Source: an optimization exercise on an open RTL-to-GDS flow (aim: small area, a short achievable clock period and few clock cycles). Production flows keep margins and buffers that such runs may drop.
The RTL was checked by simulation tests, not by an equivalence proof against the original design.

==> flow/design.v (excerpt) <==
module sha256_byte_stream_hasher (
	input  logic        clk,
	input  logic        arst_n,
	input  logic        in_valid,
	output logic        in_ready,
	input  logic [7:0]  in_message_byte,
	input  logic        in_has_byte,
	input  logic        in_end_of_message,
	output logic        out_valid,
	input  logic        out_ready,
	output logic [31:0] out_digest_word,
	output logic [2:0]  out_word_index,
	output logic        out_last_word
);
	logic        blk_ready, blk_first, blk_last, launch, rd_active;
	logic [31:0] rd_word;
	sha256_front u_front (
		.clk, .arst_n,
		.in_valid    (in_valid),
		.in_ready    (in_ready),
		.in_byte     (in_message_byte),
		.in_has_byte (in_has_byte),
		.in_eom      (in_end_of_message),
		.blk_ready, .blk_first, .blk_last, .launch, .rd_active, .rd_word
	);
	sha256_core u_core (
		.clk, .arst_n,
		.blk_ready, .blk_first, .blk_last, .launch, .rd_active, .rd_word,
		.out_valid (out_valid),
		.out_ready (out_ready),
		.out_word  (out_digest_word),
		.out_index (out_word_index),
		.out_last  (out_last_word)
	);
endmodule
Size: about 52 I/O pins, about 0.070 sq mm of cells after synthesis.
Settings: LEC_CHECK=0, CAP_MARGIN=20, CORE_MARGIN=2, CORE_UTILIZATION=40, CTS_BUF_LIST=sky130_fd_sc_hd__clkbuf_4 sky130_fd_sc_hd__clkbuf_8, SETUP_SLACK_MARGIN=5, SLEW_MARGIN=20; clock period 10.5 ns.
run.sh (not shown) runs the stock make flow with config.mk's settings and CLKGATE_MAP_FILE= SYNTH_SCRIPT=/design/flow/synth_recipe.tcl, a recipe that flattens the netlist after the stock synthesis.
Testbench counts at the start, summed over its fixed seeds: cycles 20,372.
Then changed:
--- a/flow/config.mk
+++ b/flow/config.mk
@@ -10,3 +10,5 @@
 export CORE_UTILIZATION = 40
-export CTS_BUF_LIST = sky130_fd_sc_hd__clkbuf_4 sky130_fd_sc_hd__clkbuf_8
+export CTS_BUF_LIST = sky130_fd_sc_hd__clkbuf_16
+export CTS_CLUSTER_DIAMETER = 150
+export CTS_CLUSTER_SIZE = 22
 export SETUP_SLACK_MARGIN = 5
Effect: Flip-flop and latch count does not change. Fmax barely changes. Die area stays the same. Worst hold slack improves by 0.0071 ns.

========
sha256_byte_stream_hasher again, from the RTL that the note above started with.
==> flow/config.mk <==
export PLATFORM = sky130hd
export DESIGN_NAME = sha256_byte_stream_hasher
export DESIGN_NICKNAME = sha256_byte_stream_hasher
export VERILOG_FILES = /design/flow/design.v
export SDC_FILE = /design/flow/constraint.sdc
export NUM_CORES = 4
export LEC_CHECK = 0
export CAP_MARGIN = 20
export CORE_MARGIN = 2
export CORE_UTILIZATION = 55
export PLACE_DENSITY = 0.68
export SETUP_SLACK_MARGIN = 5
export SLEW_MARGIN = 20
==> flow/constraint.sdc <==
create_clock -name core_clock -period 10.5 [get_ports {clk}]
set_input_delay 2.1000 -clock core_clock [delete_from_list [all_inputs] [get_ports {clk}]]
set_output_delay 2.1000 -clock core_clock [all_outputs]
set_load 0.01 [all_outputs]
Testbench counts at the start, summed over its fixed seeds: cycles 20,372.
Edit:
==> flow/flow/run.sh (new file) <==
#!/bin/bash
set -euo pipefail
bash standard.sh SETUP_SLACK_MARGIN=5.8 finish > standard_flow.log 2>&1
==> flow/standard.sh (new file) <==
#!/bin/bash
# synth_recipe.tcl (not shown) runs the flow's synth.tcl, then flattens the netlist and writes it again
# the make line also repeats each setting of config.mk as NAME=value (left out here)
make -C /OpenROAD-flow-scripts/flow DESIGN_CONFIG=/design/flow/config.mk WORK_HOME=/design/flow/orfs CLKGATE_MAP_FILE= SYNTH_SCRIPT=/design/flow/synth_recipe.tcl "${@:-finish}"
CORE_UTILIZATION = 40   (was 55)
CTS_BUF_LIST = sky130_fd_sc_hd__clkbuf_4 sky130_fd_sc_hd__clkbuf_8   (was default)
PLACE_DENSITY = default   (was 0.68)
SETUP_SLACK_MARGIN = default   (was 5)
removed: flow/run.sh
What happened:
- The new run ran to the end with no violations
- via count goes up by 1.5%
- critical path depth goes down by 1
- clock-buffer cell count goes up by 217
- area after synthesis is unchanged

what the ideal ports hide:
The flow's constraints put no driver on any port. The routed layouts listed below were extracted and timed again, unchanged, in two steps. Step 1, drivers: a clkbuf_16 drives clk and a buf_2 each remaining input, both assumed. Step 2 moves the port delays by t, midway between the first and last clock arrival at a register: inputs arrive t later, outputs are due t later. That takes back most of the time a late clock gives input paths. Slacks: ideal ports / drivers / drivers and shift; pairs: ideal ports / drivers.
| run | t, ns | setup slack, ns | worst setup path after step 2 |
|---|---|---|---|
| the first run of note 1 | 1.067 | 5.244 / 5.244 / 4.727 | input to register |
| the second run of note 1 | 0.829 | 5.239 / 5.239 / 4.759 | input to register |
| the first run of note 2 | 0.871 | 5.223 / 5.223 / 5.223 | register to register |
| the second run of note 2 | 1.074 | 5.799 / 5.799 / 4.853 | input to register |
After both steps setup and hold are still met in every run listed. For the second run of note 2, which loses most, drivers alone change the setup slack by 0.000 ns; drivers and shift together by -0.946 ns.
